Background: an optimization exercise with open tools, aiming at small area and a short achievable clock period. Do not read the settings as production practice. Only simulation tests tie the RTL to the original design; equivalence was not proved. Power is estimated from default activity; no workload was simulated.

==> job 2852 <==
==> flow/design.v <==
package cpu_pkg;
	localparam int xlen       = 32;  
	localparam int reg_addr_w = 5;   
	localparam int iw         = 27;  
	localparam logic [5:0] op_rtype = 6'b000000;
	localparam logic [5:0] op_addi  = 6'b001000;
	localparam logic [5:0] op_beq   = 6'b000100;
	localparam logic [5:0] fn_add = 6'd32;
	localparam logic [5:0] fn_sub = 6'd34;
	localparam logic [5:0] fn_and = 6'd36;
	localparam logic [5:0] fn_or  = 6'd37;
	localparam logic [5:0] fn_nor = 6'd39;
	localparam logic [5:0] fn_slt = 6'd42;
	localparam logic [2:0] k_add = 3'b000;
	localparam logic [2:0] k_sub = 3'b001;
	localparam logic [2:0] k_beq = 3'b010;
	localparam logic [2:0] k_slt = 3'b011;
	localparam logic [2:0] k_and = 3'b100;
	localparam logic [2:0] k_or  = 3'b101;
	localparam logic [2:0] k_nor = 3'b110;
	localparam int fw = 12 + 12 + 17;
endpackage
`timescale 1ns/100ps
module reg_file (
	input  logic        clk,
	input  logic        rst,
	input  logic [3:0]  i_rs_lo,   
	input  logic [7:0]  i_rs_hi,   
	input  logic [3:0]  i_rt_lo,
	input  logic [7:0]  i_rt_hi,
	input  logic        i_we,      
	input  logic [4:0]  i_wreg,    
	input  logic [31:0] i_wdata,
	output logic [31:0] o_rs_data,
	output logic [31:0] o_rt_data
);
	logic [31:0] regs [1:31];
	logic [31:0] wval;
	always_comb
	begin
		o_rs_data = '0;
		o_rt_data = '0;
		for (int i = 1; i < 32; i++)
		begin
			o_rs_data = o_rs_data | ({32{i_rs_lo[i % 4] & i_rs_hi[i / 4]}} & regs[i]);
			o_rt_data = o_rt_data | ({32{i_rt_lo[i % 4] & i_rt_hi[i / 4]}} & regs[i]);
		end
	end
	assign wval = rst ? i_wdata : '0;
	always_ff @(posedge clk)
	begin
		for (int i = 1; i < 32; i++)
			if (!rst || (i_we && i_wreg == 5'(i)))
				regs[i] <= wval;
	end
endmodule
`timescale 1ns/100ps
module fetch_stage (
	input  logic                   clk,
	input  logic                   rst,
	input  logic                   i_stall,
	input  logic                   i_branch_taken,   
	input  logic [5:0]             i_branch_target,  
	input  logic                   i_imem_we,
	input  logic [5:0]             i_imem_addr,
	input  logic [31:0]            i_imem_data,
	output logic [cpu_pkg::fw-1:0] o_instr,
	output logic [5:0]             o_pc_next,        
	output logic                   o_valid
);
	logic [cpu_pkg::iw-1:0] imem [64];
	logic [5:0]             pc;  
	logic [5:0]             pc_plus1;
	logic [cpu_pkg::iw-1:0] wword;
	logic [cpu_pkg::iw-1:0] fword;
	logic [5:0]  op, fn;
	logic [4:0]  rs, rt, rd;
	logic [15:0] imm;
	logic [2:0]  kind;
	logic        zero_ops;
	assign op  = i_imem_data[31:26];
	assign rs  = i_imem_data[25:21];
	assign rt  = i_imem_data[20:16];
	assign rd  = i_imem_data[15:11];
	assign fn  = i_imem_data[5:0];
	assign imm = i_imem_data[15:0];
	always_comb
	begin
		kind     = cpu_pkg::k_and;
		zero_ops = 1'b1;
		if (op == cpu_pkg::op_rtype)
		begin
			zero_ops = 1'b0;
			case (fn)
				cpu_pkg::fn_add: kind = cpu_pkg::k_add;
				cpu_pkg::fn_sub: kind = cpu_pkg::k_sub;
				cpu_pkg::fn_and: kind = cpu_pkg::k_and;
				cpu_pkg::fn_or:  kind = cpu_pkg::k_or;
				cpu_pkg::fn_nor: kind = cpu_pkg::k_nor;
				cpu_pkg::fn_slt: kind = cpu_pkg::k_slt;
				default:         zero_ops = 1'b1;  
			endcase
		end
		else if (op == cpu_pkg::op_beq)
		begin
			kind     = cpu_pkg::k_beq;
			zero_ops = 1'b0;
		end
	end
	always_comb
	begin
		if (op == cpu_pkg::op_addi)
			wword = {rs, rt, 1'b1, imm};
		else if (op == cpu_pkg::op_beq)
			wword = {rs, rt, 1'b0, kind, imm[4:0], imm[5], 7'd0};
		else if (op == cpu_pkg::op_rtype)
			wword = {zero_ops ? 10'd0 : {rs, rt}, 1'b0, kind, rd, 8'd0};
		else
			wword = {10'd0, 1'b0, kind, 5'd0, 8'd0};
	end
	always_ff @(posedge clk)
	begin
		if (i_imem_we)
			imem[i_imem_addr] <= wword;
	end
	assign pc_plus1 = pc + 6'd1;
	always_ff @(posedge clk)
	begin
		if (!rst)
		begin
			pc      <= '0;
			o_valid <= 1'b0;
		end
		else if (!i_stall)
		begin
			pc      <= i_branch_taken ? i_branch_target : pc_plus1;
			o_valid <= !i_branch_taken;  
		end
	end
	assign fword = imem[pc];
	always_ff @(posedge clk)
	begin
		if (!i_stall)
		begin
			o_instr   <= {4'b0001 << fword[23:22], 8'b00000001 << fword[26:24],
			              4'b0001 << fword[18:17], 8'b00000001 << fword[21:19],
			              fword[16:0]};
			o_pc_next <= pc_plus1;
		end
	end
endmodule
`timescale 1ns/100ps
module decode_stage (
	input  logic                   clk,
	input  logic                   rst,
	input  logic                   i_stall,
	input  logic                   i_flush,    
	input  logic [cpu_pkg::fw-1:0] i_instr,
	input  logic [5:0]             i_pc_next,
	input  logic                   i_valid,
	input  logic                   i_we,       
	input  logic [4:0]             i_wreg,
	input  logic [31:0]            i_wdata,
	output logic [31:0]            o_p,        
	output logic [31:0]            o_g,        
	output logic                   o_cin,      
	output logic [4:0]             o_sel,      
	output logic [5:0]             o_t,        
	output logic                   o_wr,       
	output logic                   o_br        
);
	logic [3:0]  rs_lo, rt_lo;
	logic [7:0]  rs_hi, rt_hi;
	logic [16:0] w;
	logic [31:0] rs_data, rt_data, b, bx;
	logic        addi, beq, sub;
	logic [2:0]  kind;
	logic [4:0]  rt, dest;
	logic [5:0]  target;
	assign {rs_lo, rs_hi, rt_lo, rt_hi, w} = i_instr;
	reg_file reg_file_inst (
		.clk       (clk),
		.rst       (rst),
		.i_rs_lo   (rs_lo),
		.i_rs_hi   (rs_hi),
		.i_rt_lo   (rt_lo),
		.i_rt_hi   (rt_hi),
		.i_we      (i_we),
		.i_wreg    (i_wreg),
		.i_wdata   (i_wdata),
		.o_rs_data (rs_data),
		.o_rt_data (rt_data)
	);
	assign rt[0]  = rt_lo[1] | rt_lo[3];
	assign rt[1]  = rt_lo[2] | rt_lo[3];
	assign rt[2]  = rt_hi[1] | rt_hi[3] | rt_hi[5] | rt_hi[7];
	assign rt[3]  = rt_hi[2] | rt_hi[3] | rt_hi[6] | rt_hi[7];
	assign rt[4]  = rt_hi[4] | rt_hi[5] | rt_hi[6] | rt_hi[7];
	assign addi   = w[16];
	assign kind   = addi ? cpu_pkg::k_add : w[15:13];
	assign beq    = kind == cpu_pkg::k_beq;
	assign sub    = kind == cpu_pkg::k_sub || kind == cpu_pkg::k_slt;
	assign dest   = addi ? rt : w[12:8];
	assign target = i_pc_next + {w[7], w[12:8]};
	assign b  = addi ? {{16{w[15]}}, w[15:0]} : rt_data;
	assign bx = b ^ {32{sub}};
	always_ff @(posedge clk)
	begin
		if (!rst)
		begin
			o_wr <= 1'b0;
			o_br <= 1'b0;
		end
		else if (!i_stall)
		begin
			o_wr <= i_valid && !i_flush && !beq && dest != 5'd0;
			o_br <= i_valid && !i_flush && beq;
		end
	end
	always_ff @(posedge clk)
	begin
		if (!i_stall)
		begin
			o_p   <= rs_data ^ bx;
			o_g   <= rs_data & bx;
			o_cin <= sub;
			o_sel <= {kind == cpu_pkg::k_nor, kind == cpu_pkg::k_or, kind == cpu_pkg::k_and,
			          kind == cpu_pkg::k_slt, kind == cpu_pkg::k_add || kind == cpu_pkg::k_sub};
			o_t   <= beq ? target : {1'b0, dest};
		end
	end
endmodule
`timescale 1ns/100ps
module execute_stage (
	input  logic        clk,
	input  logic        rst,
	input  logic        i_stall,
	input  logic [31:0] i_p,
	input  logic [31:0] i_g,
	input  logic        i_cin,
	input  logic [4:0]  i_sel,
	input  logic [5:0]  i_t,
	input  logic        i_wr,
	input  logic        i_br,
	output logic        o_branch_taken,
	output logic [5:0]  o_branch_target,
	output logic        o_rf_we,         
	output logic [4:0]  o_rf_wreg,
	output logic [31:0] o_rf_wdata,
	output logic        o_we,            
	output logic [4:0]  o_wreg,
	output logic [31:0] o_wdata
);
	logic [31:0] gk [6];  
	logic [31:0] pk [6];
	logic [32:0] c;       
	logic [31:0] sum, lor, res;
	logic        lt;
	logic        we_q;
	always_comb
	begin
		gk[0] = i_g;
		pk[0] = i_p;
		gk[0][0] = i_g[0] | (i_p[0] & i_cin);
		for (int k = 0; k < 5; k++)
			for (int i = 0; i < 32; i++)
				if (i >= (1 << k))
				begin
					gk[k+1][i] = gk[k][i] | (pk[k][i] & gk[k][i - (1 << k)]);
					pk[k+1][i] = pk[k][i] & pk[k][i - (1 << k)];
				end
				else
				begin
					gk[k+1][i] = gk[k][i];
					pk[k+1][i] = pk[k][i];
				end
		c = {gk[5], i_cin};
	end
	assign sum = i_p ^ c[31:0];
	assign lor = i_p | i_g;                        
	assign lt  = i_p[31] ? !c[31] : i_g[31];       
	assign res = ({32{i_sel[0]}} & sum)
	           | {31'd0, i_sel[1] & lt}
	           | ({32{i_sel[2]}} & i_g)
	           | ({32{i_sel[3]}} & lor)
	           | ({32{i_sel[4]}} & ~lor);
	assign o_branch_taken  = i_br && i_p == '0;
	assign o_branch_target = i_t;
	assign o_rf_we    = i_wr && !i_stall;
	assign o_rf_wreg  = i_t[4:0];
	assign o_rf_wdata = res;
	always_ff @(posedge clk)
	begin
		if (!rst)
			we_q <= 1'b0;
		else if (!i_stall)
			we_q <= i_wr;
	end
	always_ff @(posedge clk)
	begin
		if (!i_stall)
		begin
			o_wreg  <= i_t[4:0];
			o_wdata <= res;
		end
	end
	assign o_we = we_q && !i_stall;  
endmodule
`timescale 1ns/100ps
module cpu_core #(
	parameter int imem_depth = 64  
) (
	input  logic                              clk,
	input  logic                              rst,
	input  logic                              i_stall,
	input  logic                              i_imem_we,
	input  logic [$clog2(imem_depth)-1:0]     i_imem_addr,
	input  logic [cpu_pkg::xlen-1:0]          i_imem_data,
	output logic                              o_wb_valid,
	output logic [cpu_pkg::reg_addr_w-1:0]    o_wb_reg,
	output logic [cpu_pkg::xlen-1:0]          o_wb_data
);
	logic [cpu_pkg::fw-1:0] f_instr;
	logic [5:0]             f_pc_next;
	logic                   f_valid;
	logic [31:0]            d_p, d_g;
	logic                   d_cin;
	logic [4:0]             d_sel;
	logic [5:0]             d_t;
	logic                   d_wr, d_br;
	logic                   x_taken;
	logic [5:0]             x_target;
	logic                   x_rf_we;
	logic [4:0]             x_rf_wreg;
	logic [31:0]            x_rf_wdata;
	fetch_stage fetch_stage_inst (
		.clk             (clk),
		.rst             (rst),
		.i_stall         (i_stall),
		.i_branch_taken  (x_taken),
		.i_branch_target (x_target),
		.i_imem_we       (i_imem_we),
		.i_imem_addr     (i_imem_addr),
		.i_imem_data     (i_imem_data),
		.o_instr         (f_instr),
		.o_pc_next       (f_pc_next),
		.o_valid         (f_valid)
	);
	decode_stage decode_stage_inst (
		.clk       (clk),
		.rst       (rst),
		.i_stall   (i_stall),
		.i_flush   (x_taken),
		.i_instr   (f_instr),
		.i_pc_next (f_pc_next),
		.i_valid   (f_valid),
		.i_we      (x_rf_we),
		.i_wreg    (x_rf_wreg),
		.i_wdata   (x_rf_wdata),
		.o_p       (d_p),
		.o_g       (d_g),
		.o_cin     (d_cin),
		.o_sel     (d_sel),
		.o_t       (d_t),
		.o_wr      (d_wr),
		.o_br      (d_br)
	);
	execute_stage execute_stage_inst (
		.clk             (clk),
		.rst             (rst),
		.i_stall         (i_stall),
		.i_p             (d_p),
		.i_g             (d_g),
		.i_cin           (d_cin),
		.i_sel           (d_sel),
		.i_t             (d_t),
		.i_wr            (d_wr),
		.i_br            (d_br),
		.o_branch_taken  (x_taken),
		.o_branch_target (x_target),
		.o_rf_we         (x_rf_we),
		.o_rf_wreg       (x_rf_wreg),
		.o_rf_wdata      (x_rf_wdata),
		.o_we            (o_wb_valid),
		.o_wreg          (o_wb_reg),
		.o_wdata         (o_wb_data)
	);
endmodule
==> flow/run.sh <==
#!/bin/bash
# synth_recipe.tcl (not shown) runs the flow's synth.tcl, then flattens the netlist and writes it again
# the make line also repeats each setting of config.mk as NAME=value (left out here)
make -C /OpenROAD-flow-scripts/flow DESIGN_CONFIG=/design/flow/config.mk WORK_HOME=/design/flow/orfs CLKGATE_MAP_FILE= SYNTH_SCRIPT=/design/flow/synth_recipe.tcl finish
==> flow/config.mk <==
export PLATFORM = sky130hd
export DESIGN_NAME = cpu_core
export DESIGN_NICKNAME = cpu_core
export VERILOG_FILES = /design/flow/design.v
export SDC_FILE = /design/flow/constraint.sdc
export NUM_CORES = 4
export LEC_CHECK = 0
export CAP_MARGIN = 20
export CORE_MARGIN = 2
export CORE_UTILIZATION = 40
export SETUP_SLACK_MARGIN = 3.0
export SLEW_MARGIN = 20
==> flow/constraint.sdc <==
create_clock -name core_clock -period 6.0 [get_ports {clk}]
set_input_delay 1.2000 -clock core_clock [delete_from_list [all_inputs] [get_ports {clk}]]
set_output_delay 1.2000 -clock core_clock [all_outputs]
set_load 0.01 [all_outputs]
==> job 4004: changes against job 2852 <==
--- a/flow/design.v
+++ b/flow/design.v
@@ -20,2 +20,3 @@
 	localparam logic [2:0] k_nor = 3'b110;
+	localparam logic [2:0] k_zero = 3'b111;  
 	localparam int fw = 12 + 12 + 17;
@@ -31,3 +32,3 @@
 	input  logic        i_we,      
-	input  logic [4:0]  i_wreg,    
+	input  logic [31:1] i_wsel,    
 	input  logic [31:0] i_wdata,
@@ -52,3 +53,3 @@
 		for (int i = 1; i < 32; i++)
-			if (!rst || (i_we && i_wreg == 5'(i)))
+			if (!rst || (i_we && i_wsel[i]))
 				regs[i] <= wval;
@@ -75,20 +76,13 @@
 	logic [cpu_pkg::iw-1:0] fword;
-	logic [5:0]  op, fn;
-	logic [4:0]  rs, rt, rd;
-	logic [15:0] imm;
-	logic [2:0]  kind;
-	logic        zero_ops;
-	assign op  = i_imem_data[31:26];
-	assign rs  = i_imem_data[25:21];
-	assign rt  = i_imem_data[20:16];
-	assign rd  = i_imem_data[15:11];
-	assign fn  = i_imem_data[5:0];
-	assign imm = i_imem_data[15:0];
+	logic [5:0] op, fn;
+	logic [2:0] kind;
+	logic       known;
+	assign op = i_imem_data[31:26];
+	assign fn = i_imem_data[5:0];
 	always_comb
 	begin
-		kind     = cpu_pkg::k_and;
-		zero_ops = 1'b1;
+		known = 1'b1;
+		kind  = cpu_pkg::k_zero;
 		if (op == cpu_pkg::op_rtype)
 		begin
-			zero_ops = 1'b0;
 			case (fn)
@@ -100,3 +94,3 @@
 				cpu_pkg::fn_slt: kind = cpu_pkg::k_slt;
-				default:         zero_ops = 1'b1;  
+				default:         kind = cpu_pkg::k_zero;  
 			endcase
@@ -104,18 +98,10 @@
 		else if (op == cpu_pkg::op_beq)
-		begin
-			kind     = cpu_pkg::k_beq;
-			zero_ops = 1'b0;
-		end
-	end
-	always_comb
-	begin
-		if (op == cpu_pkg::op_addi)
-			wword = {rs, rt, 1'b1, imm};
-		else if (op == cpu_pkg::op_beq)
-			wword = {rs, rt, 1'b0, kind, imm[4:0], imm[5], 7'd0};
-		else if (op == cpu_pkg::op_rtype)
-			wword = {zero_ops ? 10'd0 : {rs, rt}, 1'b0, kind, rd, 8'd0};
-		else
-			wword = {10'd0, 1'b0, kind, 5'd0, 8'd0};
-	end
+			kind = cpu_pkg::k_beq;
+		else if (op != cpu_pkg::op_addi)
+			known = 1'b0;  
+	end
+	assign wword = {i_imem_data[25:16], op == cpu_pkg::op_addi,
+	                i_imem_data[15:11] & {5{known}},
+	                (op == cpu_pkg::op_addi) ? i_imem_data[10:8] : kind,
+	                i_imem_data[7:0]};
 	always_ff @(posedge clk)
@@ -126,2 +112,6 @@
 	assign pc_plus1 = pc + 6'd1;
+	logic [7:0] pc_lo, pc_hi;
+	logic [7:0] tgt_lo, tgt_hi;
+	assign tgt_lo = 8'b00000001 << i_branch_target[2:0];
+	assign tgt_hi = 8'b00000001 << i_branch_target[5:3];
 	always_ff @(posedge clk)
@@ -131,2 +121,4 @@
 			pc      <= '0;
+			pc_lo   <= 8'b00000001;
+			pc_hi   <= 8'b00000001;
 			o_valid <= 1'b0;
@@ -136,2 +128,4 @@
 			pc      <= i_branch_taken ? i_branch_target : pc_plus1;
+			pc_lo   <= i_branch_taken ? tgt_lo : {pc_lo[6:0], pc_lo[7]};
+			pc_hi   <= i_branch_taken ? tgt_hi : (pc_lo[7] ? {pc_hi[6:0], pc_hi[7]} : pc_hi);
 			o_valid <= !i_branch_taken;  
@@ -139,3 +133,8 @@
 	end
-	assign fword = imem[pc];
+	always_comb
+	begin
+		fword = '0;
+		for (int w = 0; w < 64; w++)
+			fword = fword | ({cpu_pkg::iw{pc_lo[w % 8] & pc_hi[w / 8]}} & imem[w]);
+	end
 	always_ff @(posedge clk)
@@ -161,3 +160,3 @@
 	input  logic                   i_we,       
-	input  logic [4:0]             i_wreg,
+	input  logic [31:1]            i_wsel,
 	input  logic [31:0]            i_wdata,
@@ -168,2 +167,3 @@
 	output logic [5:0]             o_t,        
+	output logic [31:1]            o_wsel,     
 	output logic                   o_wr,       
@@ -188,3 +188,3 @@
 		.i_we      (i_we),
-		.i_wreg    (i_wreg),
+		.i_wsel    (i_wsel),
 		.i_wdata   (i_wdata),
@@ -199,7 +199,7 @@
 	assign addi   = w[16];
-	assign kind   = addi ? cpu_pkg::k_add : w[15:13];
+	assign kind   = addi ? cpu_pkg::k_add : w[10:8];
 	assign beq    = kind == cpu_pkg::k_beq;
 	assign sub    = kind == cpu_pkg::k_sub || kind == cpu_pkg::k_slt;
-	assign dest   = addi ? rt : w[12:8];
-	assign target = i_pc_next + {w[7], w[12:8]};
+	assign dest   = addi ? rt : w[15:11];
+	assign target = i_pc_next + w[5:0];
 	assign b  = addi ? {{16{w[15]}}, w[15:0]} : rt_data;
@@ -229,2 +229,4 @@
 			o_t   <= beq ? target : {1'b0, dest};
+			for (int i = 1; i < 32; i++)
+				o_wsel[i] <= dest == 5'(i);
 		end
@@ -247,3 +249,2 @@
 	output logic        o_rf_we,         
-	output logic [4:0]  o_rf_wreg,
 	output logic [31:0] o_rf_wdata,
@@ -289,3 +290,2 @@
 	assign o_rf_we    = i_wr && !i_stall;
-	assign o_rf_wreg  = i_t[4:0];
 	assign o_rf_wdata = res;
@@ -333,3 +333,3 @@
 	logic                   x_rf_we;
-	logic [4:0]             x_rf_wreg;
+	logic [31:1]            d_wsel;
 	logic [31:0]            x_rf_wdata;
@@ -357,3 +357,3 @@
 		.i_we      (x_rf_we),
-		.i_wreg    (x_rf_wreg),
+		.i_wsel    (d_wsel),
 		.i_wdata   (x_rf_wdata),
@@ -364,2 +364,3 @@
 		.o_t       (d_t),
+		.o_wsel    (d_wsel),
 		.o_wr      (d_wr),
@@ -381,3 +382,2 @@
 		.o_rf_we         (x_rf_we),
-		.o_rf_wreg       (x_rf_wreg),
 		.o_rf_wdata      (x_rf_wdata),
Settings changed: SETUP_SLACK_MARGIN 3.0 to 3.5, TNS_END_PERCENT set to 5.
==> notes <==
Against job 4004, the cell count of job 2852 is lower by about 1.1%. Clock power is about the same in job 2852 and job 4004. Non-clock buffer count: job 4004 is lower than job 2852 (299). Of job 2852 and job 4004, job 2852 has the higher utilization (gap 2.4 points). Of job 2852 and job 4004, job 4004 has the higher clock-buffer cell count (gap 13). Against job 4004, the setup slack of job 2852 is worse by 0.27 ns.

## static timing again, ports no longer ideal
No port has a modelled driver above. Below, the same layouts with a new extraction and two added sets of constraints. Step 1 sets driving cells, clkbuf_16 on the clock port and buf_2 on the other inputs (assumed; they add their load-dependent delay and slew). Step 2, shift: input delay + t, output delay - t, t = (earliest + latest rising clock arrival at the registers) / 2. This alone moves slack from input paths to output paths. a / b / c = no drivers / after step 1 / after step 2; a / b = the first two.
| run | t, ns | setup WS [ns] | worst setup path after step 2 | worst slew at a driven data input, ns | cell pins on the clock port's net |
|---|---|---|---|---|---|
| job 2852 | 1.001 | 2.354 / 2.354 / 1.815 | input to register | 0.24 | 1 |
| job 4004 | 0.981 | 2.629 / 2.666 / 1.686 | input to register | 0.10 | 1 |
After both steps every run listed still meets setup and hold. For job 4004, which loses most, drivers alone change the setup slack by +0.037 ns; drivers and shift together by -0.943 ns.
